Context: an optimization exercise on an open-source flow, tuned for small area, a short achievable clock period and few clock cycles per item. The choices shown serve that exercise and are no tape-out recipe. RTL that was checked went through simulation tests only; none was proved equivalent to the original.

==> run a: inputs <==
// ifft_butterfly_stage
module ifft_butterfly_stage #(
   parameter int DW = 16,
   parameter int TW = 16,
   parameter int OW = 18
) (
   input  logic                 clk,
   input  logic                 rst,
   input  logic                 in_valid,
   output logic                 in_ready,
   input  logic signed [DW-1:0] in1_real,
   input  logic signed [DW-1:0] in1_imag,
   input  logic signed [DW-1:0] in2_real,
   input  logic signed [DW-1:0] in2_imag,
   input  logic signed [TW-1:0] twiddle_real,
   input  logic signed [TW-1:0] twiddle_imag,
   output logic                 out_valid,
   input  logic                 out_ready,
   output logic signed [OW-1:0] out1_real,
   output logic signed [OW-1:0] out1_imag,
   output logic signed [OW-1:0] out2_real,
   output logic signed [OW-1:0] out2_imag,
   output logic                 sat
);
==> flow/config.mk <==
export PLATFORM = sky130hd
export DESIGN_NAME = ifft_butterfly_stage
export DESIGN_NICKNAME = ifft_butterfly_stage
export VERILOG_FILES = /design/flow/design.v
export SDC_FILE = /design/flow/constraint.sdc
export NUM_CORES = 4
export LEC_CHECK = 0
export ABC_CLOCK_PERIOD_IN_PS = 2800
export CAP_MARGIN = 20
export CORE_MARGIN = 2
export CORE_UTILIZATION = 50
export SETUP_SLACK_MARGIN = 4.5
export SLEW_MARGIN = 20
==> flow/constraint.sdc <==
create_clock -name core_clock -period 7.5 [get_ports {clk}]
set_input_delay 1.5000 -clock core_clock [delete_from_list [all_inputs] [get_ports {clk}]]
set_output_delay 1.5000 -clock core_clock [all_outputs]
set_load 0.01 [all_outputs]
run.sh (not shown) runs the stock make flow with config.mk's settings and CLKGATE_MAP_FILE= SYNTH_SCRIPT=/design/flow/synth_recipe.tcl, a recipe that flattens the netlist after the stock synthesis.
==> inputs of run b, as changes to run a <==
--- a/flow/design.v
+++ b/flow/design.v
@@ -15,19 +15,18 @@
    input  logic [16:0] dr,
    input  logic [16:0] di,
    input  logic [7:0]  one_r,
    input  logic [7:0]  two_r,
    input  logic [7:0]  neg_r,
    input  logic [7:0]  one_i,
    input  logic [7:0]  two_i,
    input  logic [7:0]  neg_i,
-   output logic [17:0] re_o,
-   output logic [17:0] im_o,
-   output logic        clip_o
+   output logic [18:0] re_o,
+   output logic [18:0] im_o
 );
    logic re_pp1;
    logic re_pp2;
    logic re_pp3;
    logic re_pp4;
    logic re_pp5;
    logic re_pp6;
    logic re_pp7;
@@ -1928,21 +1927,19 @@
    logic im_q29_3;
    logic im_q30_0;
    logic im_q30_1;
    logic im_q30_2;
    logic im_q30_3;
    logic im_q31_0;
    logic im_q31_1;
    logic [32:0] re_a, re_b, re_v;
-   logic re_clip;
-   logic [17:0] re_res;
+   logic [18:0] re_res;
    logic [32:0] im_a, im_b, im_v;
-   logic im_clip;
-   logic [17:0] im_res;
+   logic [18:0] im_res;
    always_ff @(posedge clk) begin
       if (adv_i) begin
          re_q0_0 <= re_pp1;
          re_q0_1 <= neg_r[0];
          re_q0_2 <= re_pp145;
          re_q0_3 <= neg_i[0];
          re_q1_0 <= re_pp2;
          re_q1_1 <= re_pp146;
@@ -3018,18 +3015,17 @@
    assign re_c826 = (re_s761 & re_q29_3) | (re_s761 & re_c760) | (re_q29_3 & re_c760);
    assign re_s827 = re_s763 ^ re_q30_3 ^ re_c762;
    assign re_c828 = (re_s763 & re_q30_3) | (re_s763 & re_c762) | (re_q30_3 & re_c762);
    assign re_s829 = re_s765 ^ re_c764 ^ 1'b1;
    assign re_c830 = (re_s765 & re_c764) | (re_s765 & 1'b1) | (re_c764 & 1'b1);
    assign re_a = {re_c766, re_s829, re_s827, re_s825, re_s823, re_s821, re_s819, re_s817, re_s815, re_s813, re_s811, re_s809, re_s807, re_s805, re_s803, re_s801, re_s799, re_s797, re_s795, re_s793, re_s791, re_s789, re_s787, re_s785, re_s783, re_s781, re_s779, re_s777, re_s775, re_s773, re_s771, re_s769, re_s767};
    assign re_b = {re_c830, re_c828, re_c826, re_c824, re_c822, re_c820, re_c818, re_c816, re_c814, re_c812, re_c810, re_c808, re_c806, re_c804, re_c802, re_c800, re_c798, re_c796, re_c794, re_c792, re_c790, re_c788, re_c786, re_c784, re_c782, re_c780, re_c778, re_c776, re_c774, re_c772, re_c770, re_c768, re_q0_3};
    assign re_v = re_a + re_b;
-   assign re_clip = re_v[32] ^ re_v[31];
-   assign re_res = re_clip ? {re_v[32], {17{~re_v[32]}}} : re_v[31:14];
+   assign re_res = re_v[32:14];
    assign im_pp831 = ((one_r[0] & di[0]) ^ neg_r[0]);
    assign im_pp832 = (((one_r[0] & di[1]) | (two_r[0] & di[0])) ^ neg_r[0]);
    assign im_pp833 = (((one_r[0] & di[2]) | (two_r[0] & di[1])) ^ neg_r[0]);
    assign im_pp834 = (((one_r[0] & di[3]) | (two_r[0] & di[2])) ^ neg_r[0]);
    assign im_pp835 = (((one_r[0] & di[4]) | (two_r[0] & di[3])) ^ neg_r[0]);
    assign im_pp836 = (((one_r[0] & di[5]) | (two_r[0] & di[4])) ^ neg_r[0]);
    assign im_pp837 = (((one_r[0] & di[6]) | (two_r[0] & di[5])) ^ neg_r[0]);
    assign im_pp838 = (((one_r[0] & di[7]) | (two_r[0] & di[6])) ^ neg_r[0]);
@@ -3853,21 +3849,19 @@
    assign im_c1656 = (im_s1591 & im_q29_3) | (im_s1591 & im_c1590) | (im_q29_3 & im_c1590);
    assign im_s1657 = im_s1593 ^ im_q30_3 ^ im_c1592;
    assign im_c1658 = (im_s1593 & im_q30_3) | (im_s1593 & im_c1592) | (im_q30_3 & im_c1592);
    assign im_s1659 = im_s1595 ^ im_c1594 ^ 1'b1;
    assign im_c1660 = (im_s1595 & im_c1594) | (im_s1595 & 1'b1) | (im_c1594 & 1'b1);
    assign im_a = {im_c1596, im_s1659, im_s1657, im_s1655, im_s1653, im_s1651, im_s1649, im_s1647, im_s1645, im_s1643, im_s1641, im_s1639, im_s1637, im_s1635, im_s1633, im_s1631, im_s1629, im_s1627, im_s1625, im_s1623, im_s1621, im_s1619, im_s1617, im_s1615, im_s1613, im_s1611, im_s1609, im_s1607, im_s1605, im_s1603, im_s1601, im_s1599, im_s1597};
    assign im_b = {im_c1660, im_c1658, im_c1656, im_c1654, im_c1652, im_c1650, im_c1648, im_c1646, im_c1644, im_c1642, im_c1640, im_c1638, im_c1636, im_c1634, im_c1632, im_c1630, im_c1628, im_c1626, im_c1624, im_c1622, im_c1620, im_c1618, im_c1616, im_c1614, im_c1612, im_c1610, im_c1608, im_c1606, im_c1604, im_c1602, im_c1600, im_c1598, im_q0_3};
    assign im_v = im_a + im_b;
-   assign im_clip = im_v[32] ^ im_v[31];
-   assign im_res = im_clip ? {im_v[32], {17{~im_v[32]}}} : im_v[31:14];
+   assign im_res = im_v[32:14];
    assign re_o   = re_res;
    assign im_o   = im_res;
-   assign clip_o = re_clip | im_clip;
 endmodule
 module ifft_butterfly_stage #(
    parameter int DW = 16,
    parameter int TW = 16,
    parameter int OW = 18
 ) (
    input  logic                 clk,
    input  logic                 rst,
@@ -3882,23 +3876,23 @@
    output logic                 out_valid,
    input  logic                 out_ready,
    output logic signed [OW-1:0] out1_real,
    output logic signed [OW-1:0] out1_imag,
    output logic signed [OW-1:0] out2_real,
    output logic signed [OW-1:0] out2_imag,
    output logic                 sat
 );
-   logic        adv, clip;
+   logic        adv, clipr, clipi, clip3;
    logic        v1_q, v2_q, v3_q, sat_q;
    logic [16:0] sr1_q, si1_q, sr2_q, si2_q, sr3_q, si3_q;
    logic [16:0] dr1_q, di1_q;
    logic [7:0]  one_r, two_r, neg_r, one_i, two_i, neg_i;
    logic [7:0]  oner_q, twor_q, negr_q, onei_q, twoi_q, negi_q;
-   logic [17:0] re_d, im_d, o2r_q, o2i_q;
+   logic [18:0] re_d, im_d, pr3_q, pi3_q;
    assign adv      = !v3_q || out_ready;
    assign in_ready = adv;
    always_comb begin
       for (int j = 0; j < 8; j++) begin
          logic rb2, rb1, rb0, ib2, ib1, ib0;
          rb2 = twiddle_real[2*j+1];
          rb1 = twiddle_real[2*j];
          rb0 = (j == 0) ? 1'b0 : twiddle_real[2*j-1];
@@ -3908,24 +3902,27 @@
          one_r[j] = rb1 ^ rb0;
          two_r[j] = (rb2 & ~rb1 & ~rb0) | (~rb2 & rb1 & rb0);
          neg_r[j] = rb2;
          one_i[j] = ib1 ^ ib0;
          two_i[j] = (ib2 & ~ib1 & ~ib0) | (~ib2 & ib1 & ib0);
          neg_i[j] = ib2;
       end
    end
+   assign clipr = pr3_q[18] ^ pr3_q[17];
+   assign clipi = pi3_q[18] ^ pi3_q[17];
+   assign clip3 = v3_q & (clipr | clipi);
    always_ff @(posedge clk or posedge rst) begin
       if (rst) begin
          v1_q  <= 1'b0;
          v2_q  <= 1'b0;
          v3_q  <= 1'b0;
          sat_q <= 1'b0;
       end else begin
-         sat_q <= sat_q | (adv & v2_q & clip);
+         sat_q <= sat_q | clip3;
          if (adv) begin
             v1_q <= in_valid;
             v2_q <= v1_q;
             v3_q <= v2_q;
          end
       end
    end
    always_ff @(posedge clk) begin
@@ -3939,34 +3936,33 @@
          negr_q <= neg_r;
          onei_q <= one_i;
          twoi_q <= two_i;
          negi_q <= neg_i;
          sr2_q  <= sr1_q;
          si2_q  <= si1_q;
          sr3_q  <= sr2_q;
          si3_q  <= si2_q;
-         o2r_q  <= re_d;
-         o2i_q  <= im_d;
+         pr3_q  <= re_d;
+         pi3_q  <= im_d;
       end
    end
    cmult_conj uMult (
       .clk    (clk),
       .adv_i  (adv),
       .dr     (dr1_q),
       .di     (di1_q),
       .one_r  (oner_q),
       .two_r  (twor_q),
       .neg_r  (negr_q),
       .one_i  (onei_q),
       .two_i  (twoi_q),
       .neg_i  (negi_q),
       .re_o   (re_d),
-      .im_o   (im_d),
-      .clip_o (clip)
+      .im_o   (im_d)
    );
    assign out_valid = v3_q;
    assign out1_real = {sr3_q[16], sr3_q};
    assign out1_imag = {si3_q[16], si3_q};
-   assign out2_real = o2r_q;
-   assign out2_imag = o2i_q;
-   assign sat       = sat_q;
+   assign out2_real = clipr ? {pr3_q[18], {17{~pr3_q[18]}}} : pr3_q[17:0];
+   assign out2_imag = clipi ? {pi3_q[18], {17{~pi3_q[18]}}} : pi3_q[17:0];
+   assign sat       = sat_q | clip3;
 endmodule
ABC_CLOCK_PERIOD_IN_PS = unset   (was 2800)
CORE_UTILIZATION = 55   (was 50)
SETUP_SLACK_MARGIN = 3.9   (was 4.5)
TNS_END_PERCENT = 20   (was unset)
==> inputs of run c, as changes to run a <==
ABC_CLOCK_PERIOD_IN_PS = unset   (was 2800)
CORE_UTILIZATION = 40   (was 50)
SETUP_SLACK_MARGIN = unset   (was 4.5)
==> comparison <==
Between run a and run b, the lower clock skew is in run a (gap 0.021 ns).
The highest global-route usage belongs to run a, the lowest to run c.
Maximum frequency, lowest first: run c, run a, run b.
Critical path depth: run a > run c > run b.
Testbench counts of run b, summed over its fixed seeds: cycles 16,024, items 16,000.
The RTL of run a and run c was laid out without a check of its function.

* * *

==> wip/indigo <==
ifft_butterfly_stage, a different RTL version from the one above (not shown whole).
==> flow/config.mk <==
export PLATFORM = sky130hd
export DESIGN_NAME = ifft_butterfly_stage
export DESIGN_NICKNAME = ifft_butterfly_stage
export VERILOG_FILES = /design/flow/design.v
export SDC_FILE = /design/flow/constraint.sdc
export NUM_CORES = 4
export LEC_CHECK = 0
export CAP_MARGIN = 20
export CORE_MARGIN = 2
export CORE_UTILIZATION = 55
export SETUP_SLACK_MARGIN = 4.0
export SLEW_MARGIN = 20
export TNS_END_PERCENT = 5
==> flow/constraint.sdc <==
create_clock -name core_clock -period 7.5 [get_ports {clk}]
set_input_delay 1.5000 -clock core_clock [delete_from_list [all_inputs] [get_ports {clk}]]
set_output_delay 1.5000 -clock core_clock [all_outputs]
set_load 0.01 [all_outputs]
standard.sh (not shown) runs the stock make flow with config.mk's settings and CLKGATE_MAP_FILE= SYNTH_SCRIPT=/design/flow/synth_recipe.tcl, a recipe that flattens the netlist after the stock synthesis.
==> flow/flow/run.sh <==
#!/bin/bash
# Layout flow: the standard flow, with two changes between synthesis and floorplan/placement.
#  1. After the standard synthesis, flow/fixpol.py removes inverters around full-adder cells by
#     complementing full adders (all three inputs and both outputs) and swapping xor2/xnor2
#     cells. Registers, ports and the logic function are unchanged.
#  2. Ports are buffered with buf_4 cells instead of the default delay-buffer cells.
# Each tool's output goes to a log file of its own in this folder.
set -euo pipefail
R=orfs/results/sky130hd/ifft_butterfly_stage/base
bash standard.sh synth > log_synth.txt 2>&1
cp "$R/1_2_yosys.v" synth_standard.v
python3 flow/fixpol.py synth_standard.v "$R/1_2_yosys.v" > log_fixpol.txt 2>&1
export BUFFER_PORTS_ARGS="-buffer_cell sky130_fd_sc_hd__buf_4"
bash standard.sh finish > log_finish.txt 2>&1
Other scripts of this flow, unchanged in this note and not shown: flow/flow/fixpol.py
==> inputs of wip/harbor, as changes to wip/indigo <==
==> flow/flow/run.sh (replaced) <==
#!/bin/bash
# Layout flow: the standard flow with three changes.
#  1. Synthesis is the standard flow's synthesis script (synth_recipe.tcl, ORFS synth.tcl) with one change:
#     the final ABC technology mapping uses flow/abc_map.script (ORFS's own mapping passes, then
#     the classic delay-targeted mapper) instead of ORFS's abc_speed.script. Registers are mapped
#     before ABC runs, so they are the same as the standard synthesis's.
#  2. flow/fixpol.py then removes inverters around full-adder cells by complementing full adders
#     (all three inputs and both outputs) and swapping xor2/xnor2 cells. Registers, ports and
#     the logic function are unchanged.
#  3. Ports are buffered with buf_4 cells instead of the default delay-buffer cells.
# Each tool's output goes to a log file of its own in this folder.
set -euo pipefail
R=orfs/results/sky130hd/ifft_butterfly_stage/base
rm -rf synth_scripts
cp -r "$FLOW_HOME/scripts" synth_scripts
chmod -R u+w synth_scripts
cp flow/abc_map.script synth_scripts/abc_speed.script
bash standard.sh SCRIPTS_DIR="$PWD/synth_scripts" synth > log_synth.txt 2>&1
cp "$R/1_2_yosys.v" synth_abc.v
python3 flow/fixpol.py synth_abc.v "$R/1_2_yosys.v" > log_fixpol.txt 2>&1
export BUFFER_PORTS_ARGS="-buffer_cell sky130_fd_sc_hd__buf_4"
bash standard.sh finish > log_finish.txt 2>&1
==> flow/flow/abc_map.script (new file) <==
&get -n
&st
&dch
&nf
&st
&syn2
&if -g -K 6
&synch2
&nf
&put
strash
dch -f
map -D 1200
topo
stime -c
buffer -c
upsize -c
dnsize -c
- TNS_END_PERCENT: 5 -> 20
==> inputs of wip/cedar, as changes to wip/indigo <==
- SETUP_SLACK_MARGIN: 4.0 -> 4.2
- TNS_END_PERCENT: 5 -> 20
==> run notes <==
- Synthesized cell count: wip/indigo is lower than wip/harbor (6.4%).
- In wip/cedar the first-iteration DRC count is larger than in wip/indigo, by 14%.
- Critical path depth is the same in wip/indigo and wip/cedar.
- In wip/cedar the clock-buffer cell count is higher than in wip/harbor, by 2.
Testbench counts of wip/indigo, summed over its fixed seeds: cycles 16,024, items 16,000.
Testbench counts of wip/harbor, summed over its fixed seeds: cycles 16,024, items 16,000.
Testbench counts of wip/cedar, summed over its fixed seeds: cycles 16,024, items 16,000.

* * *

==> run Y: inputs <==
ifft_butterfly_stage, a different RTL version from the one above (not shown whole).
## ifft_butterfly_stage
module ifft_butterfly_stage #(
   parameter int DW = 16,
   parameter int TW = 16,
   parameter int OW = 18
) (
   input  logic                 clk,
   input  logic                 rst,
   input  logic                 in_valid,
   output logic                 in_ready,
   input  logic signed [DW-1:0] in1_real,
   input  logic signed [DW-1:0] in1_imag,
   input  logic signed [DW-1:0] in2_real,
   input  logic signed [DW-1:0] in2_imag,
   input  logic signed [TW-1:0] twiddle_real,
   input  logic signed [TW-1:0] twiddle_imag,
   output logic                 out_valid,
   input  logic                 out_ready,
   output logic signed [OW-1:0] out1_real,
   output logic signed [OW-1:0] out1_imag,
   output logic signed [OW-1:0] out2_real,
   output logic signed [OW-1:0] out2_imag,
   output logic                 sat
);
==> module ks_add, before the edit <==
module ks_add #(
   parameter int W = 17
) (
   input  logic [W-1:0] a,
   input  logic [W-1:0] b,
   input  logic         cin,
   output logic [W-1:0] s
);
   localparam int L = $clog2(W + 1);
   logic [L:0][W:0] g, p;
   always_comb begin
      g[0][0] = cin;
      p[0][0] = 1'b0;
      for (int i = 0; i < W; i++) begin
         g[0][i+1] = a[i] & b[i];
         p[0][i+1] = a[i] ^ b[i];
      end
      for (int l = 0; l < L; l++) begin
         for (int i = 0; i <= W; i++) begin
            if (i >= (1 << l)) begin
               g[l+1][i] = g[l][i] | (p[l][i] & g[l][i-(1<<l)]);
               p[l+1][i] = p[l][i] & p[l][i-(1<<l)];
            end else begin
               g[l+1][i] = g[l][i];
               p[l+1][i] = p[l][i];
            end
         end
      end
      for (int i = 0; i < W; i++) s[i] = p[0][i+1] ^ g[L][i];
   end
endmodule
==> module ks_add_hi, before the edit <==
module ks_add_hi #(
   parameter int W  = 33,
   parameter int LO = 14
) (
   input  logic [W-1:0]    a,
   input  logic [W-1:0]    b,
   output logic [W-1:LO]   s
);
   localparam int H  = W - LO;
   localparam int LL = $clog2(LO);
   localparam int LH = $clog2(H);
   logic [LL:0][LO-1:0] gl, pl;
   logic [LH:0][H-1:0]  gh, ph;
   logic                c;
   always_comb begin
      for (int i = 0; i < LO; i++) begin
         gl[0][i] = a[i] & b[i];
         pl[0][i] = a[i] ^ b[i];
      end
      for (int l = 0; l < LL; l++) begin
         for (int i = 0; i < LO; i++) begin
            if (i >= (1 << l)) begin
               gl[l+1][i] = gl[l][i] | (pl[l][i] & gl[l][i-(1<<l)]);
               pl[l+1][i] = pl[l][i] & pl[l][i-(1<<l)];
            end else begin
               gl[l+1][i] = gl[l][i];
               pl[l+1][i] = pl[l][i];
            end
         end
      end
      c = gl[LL][LO-1];
      for (int i = 0; i < H; i++) begin
         gh[0][i] = a[LO+i] & b[LO+i];
         ph[0][i] = a[LO+i] ^ b[LO+i];
      end
      for (int l = 0; l < LH; l++) begin
         for (int i = 0; i < H; i++) begin
            if (i >= (1 << l)) begin
               gh[l+1][i] = gh[l][i] | (ph[l][i] & gh[l][i-(1<<l)]);
               ph[l+1][i] = ph[l][i] & ph[l][i-(1<<l)];
            end else begin
               gh[l+1][i] = gh[l][i];
               ph[l+1][i] = ph[l][i];
            end
         end
      end
      s[LO] = ph[0][0] ^ c;
      for (int i = 1; i < H; i++)
         s[LO+i] = ph[0][i] ^ (gh[LH][i-1] | (ph[LH][i-1] & c));
   end
endmodule
Settings: LEC_CHECK=0, CAP_MARGIN=20, CORE_MARGIN=2, CORE_UTILIZATION=65, SETUP_SLACK_MARGIN=4.0, SLEW_MARGIN=20, TNS_END_PERCENT=50; clock period 7.5 ns.
==> flow/flow/run.sh <==
#!/bin/bash
# Layout flow: the standard flow, with two changes between synthesis and floorplan/placement.
#  1. After the standard synthesis, flow/fixpol.py removes inverters around full-adder cells by
#     complementing full adders (all three inputs and both outputs) and swapping xor2/xnor2
#     cells. Registers, ports and the logic function are unchanged.
#  2. Ports are buffered with buf_4 cells instead of the default delay-buffer cells.
# Each tool's output goes to a log file of its own in this folder.
set -euo pipefail
R=orfs/results/sky130hd/ifft_butterfly_stage/base
bash standard.sh synth > log_synth.txt 2>&1
cp "$R/1_2_yosys.v" synth_standard.v
python3 flow/fixpol.py synth_standard.v "$R/1_2_yosys.v" > log_fixpol.txt 2>&1
export BUFFER_PORTS_ARGS="-buffer_cell sky130_fd_sc_hd__buf_4"
bash standard.sh finish > log_finish.txt 2>&1
Other scripts of this flow, unchanged in this note and not shown: flow/flow/fixpol.py
==> run P (differences from run Y) <==
--- a/flow/design.v
+++ b/flow/design.v
@@ -3717,14 +3717,14 @@
    assign im_o   = im_res;
 endmodule
 module ks_add #(
-   parameter int W = 17
+   parameter int W = 17,
+   parameter int L = 5      
 ) (
    input  logic [W-1:0] a,
    input  logic [W-1:0] b,
    input  logic         cin,
    output logic [W-1:0] s
 );
-   localparam int L = $clog2(W + 1);
    logic [L:0][W:0] g, p;
    always_comb begin
       g[0][0] = cin;
@@ -3749,15 +3749,15 @@
 endmodule
 module ks_add_hi #(
    parameter int W  = 33,
-   parameter int LO = 14
+   parameter int LO = 14,
+   parameter int LL = 4,    
+   parameter int LH = 5     
 ) (
    input  logic [W-1:0]    a,
    input  logic [W-1:0]    b,
    output logic [W-1:LO]   s
 );
    localparam int H  = W - LO;
-   localparam int LL = $clog2(LO);
-   localparam int LH = $clog2(H);
    logic [LL:0][LO-1:0] gl, pl;
    logic [LH:0][H-1:0]  gh, ph;
    logic                c;
==> flow/flow/run.sh (replaced) <==
#!/bin/bash
# Layout flow: the standard flow with three changes.
#  1. Synthesis is the standard flow's synthesis script (synth_recipe.tcl, ORFS synth.tcl) with one change:
#     the final ABC technology mapping uses flow/abc_map.script (ORFS's own mapping passes, then
#     the classic delay-targeted mapper) instead of ORFS's abc_speed.script. Registers are mapped
#     before ABC runs, so they are the same as the standard synthesis's.
#  2. flow/fixpol.py then removes inverters around full-adder cells by complementing full adders
#     (all three inputs and both outputs) and swapping xor2/xnor2 cells. Registers, ports and
#     the logic function are unchanged.
#  3. Ports are buffered with buf_4 cells instead of the default delay-buffer cells.
# Each tool's output goes to a log file of its own in this folder.
set -euo pipefail
R=orfs/results/sky130hd/ifft_butterfly_stage/base
rm -rf synth_scripts
cp -r "$FLOW_HOME/scripts" synth_scripts
chmod -R u+w synth_scripts
cp flow/abc_map.script synth_scripts/abc_speed.script
bash standard.sh SCRIPTS_DIR="$PWD/synth_scripts" synth > log_synth.txt 2>&1
cp "$R/1_2_yosys.v" synth_abc.v
python3 flow/fixpol.py synth_abc.v "$R/1_2_yosys.v" > log_fixpol.txt 2>&1
export BUFFER_PORTS_ARGS="-buffer_cell sky130_fd_sc_hd__buf_4"
bash standard.sh finish > log_finish.txt 2>&1
==> flow/flow/abc_map.script (new file) <==
&get -n
&st
&dch
&nf
&st
&syn2
&if -g -K 6
&synch2
&nf
&put
strash
dch -f
map -D 1200
topo
stime -c
buffer -c
upsize -c
dnsize -c
CORE_UTILIZATION = 55   (was 65)
TNS_END_PERCENT = 20   (was 50)
==> summary of the runs <==
- Run P finished clean. Run Y passed the timing, design-rule and antenna checks.
- Between run Y and run P, the lower synthesized area is in run P (gap 0.36%, measured against run P).
- Of run P and run Y, run Y has the higher worst hold slack (gap 1.0 ps).
- Clock-buffer cell count: run Y is lower than run P (2).
- Sequential cell count is the same in run Y and run P.
- In run Y the die area is smaller than in run P, by about 15%.
- Between run P and run Y, the lower via count is in run Y (gap about 6%, measured against run Y).
==> figures <==
item                                                                                run P                    run Y
Outcome                                                           complete, no violations  complete, no violations
Fill count                                                                           5420                     3866
HPWL after DPL                                                                    81.1 mm                  67.4 mm
Final-layout non-clock buffer area share                                            7.92%                    7.84%
Via density per instance                                                             6.52                     6.85
Num rows                                                                               96                       89
Cells on worst reg2reg path                                                             9                       12
Number of gates on the worst path with buffers counted                                  9                       12
Dpl ws                                                                            2770 ps                  3110 ps
Routed wire length on met2                                                        56.5 mm                  52.6 mm
Final weighted congestion of routability-driven global placement                     1.01                    0.898
Largest net degree at the start of global routing                                     136                      174
Testbench counts of run P, summed over its fixed seeds: cycles 16,024, items 16,000.
The RTL of run Y was laid out without a check of its function.

[what the ideal ports hide]
How much do the figures lean on ideal ports? The routed layouts below were timed once more, with nothing changed but the port constraints.
Step 1 sets driving cells, clkbuf_16 on the clock port and buf_2 on the other inputs (assumed; they add their load-dependent delay and slew).
Step 2 also shifts input and output timing later by t, the mid clock arrival at the registers, as if the neighbouring blocks saw the same clock.
a / b / c = ideal ports / drivers / drivers and shift; a / b = the first two.
run	t (ns)	setup slack, ns	worst setup path after step 2	slew at the worst register clock pin (ns)
run a	0.698	3.397 / 3.397 / 3.381	input to register	0.07 / 0.07
run b	0.701	3.774 / 3.774 / 3.333	input to register	0.07 / 0.07
run c	0.694	2.493 / 2.493 / 2.493	register to register	0.07 / 0.07
wip/indigo	0.675	3.944 / 3.931 / 3.638	input to register	0.06 / 0.06
wip/harbor	0.691	3.778 / 3.778 / 3.530	input to register	0.08 / 0.08
wip/cedar	0.677	3.977 / 3.977 / 3.666	input to register	0.06 / 0.06
run Y	0.662	3.574 / 3.574 / 3.335	input to register	0.07 / 0.07
run P	0.679	3.768 / 3.768 / 3.650	input to register	0.07 / 0.07
After both steps setup and hold are still met in every run listed. For run b, which loses most, drivers alone change the setup slack by 0.000 ns; drivers and shift together by -0.441 ns.
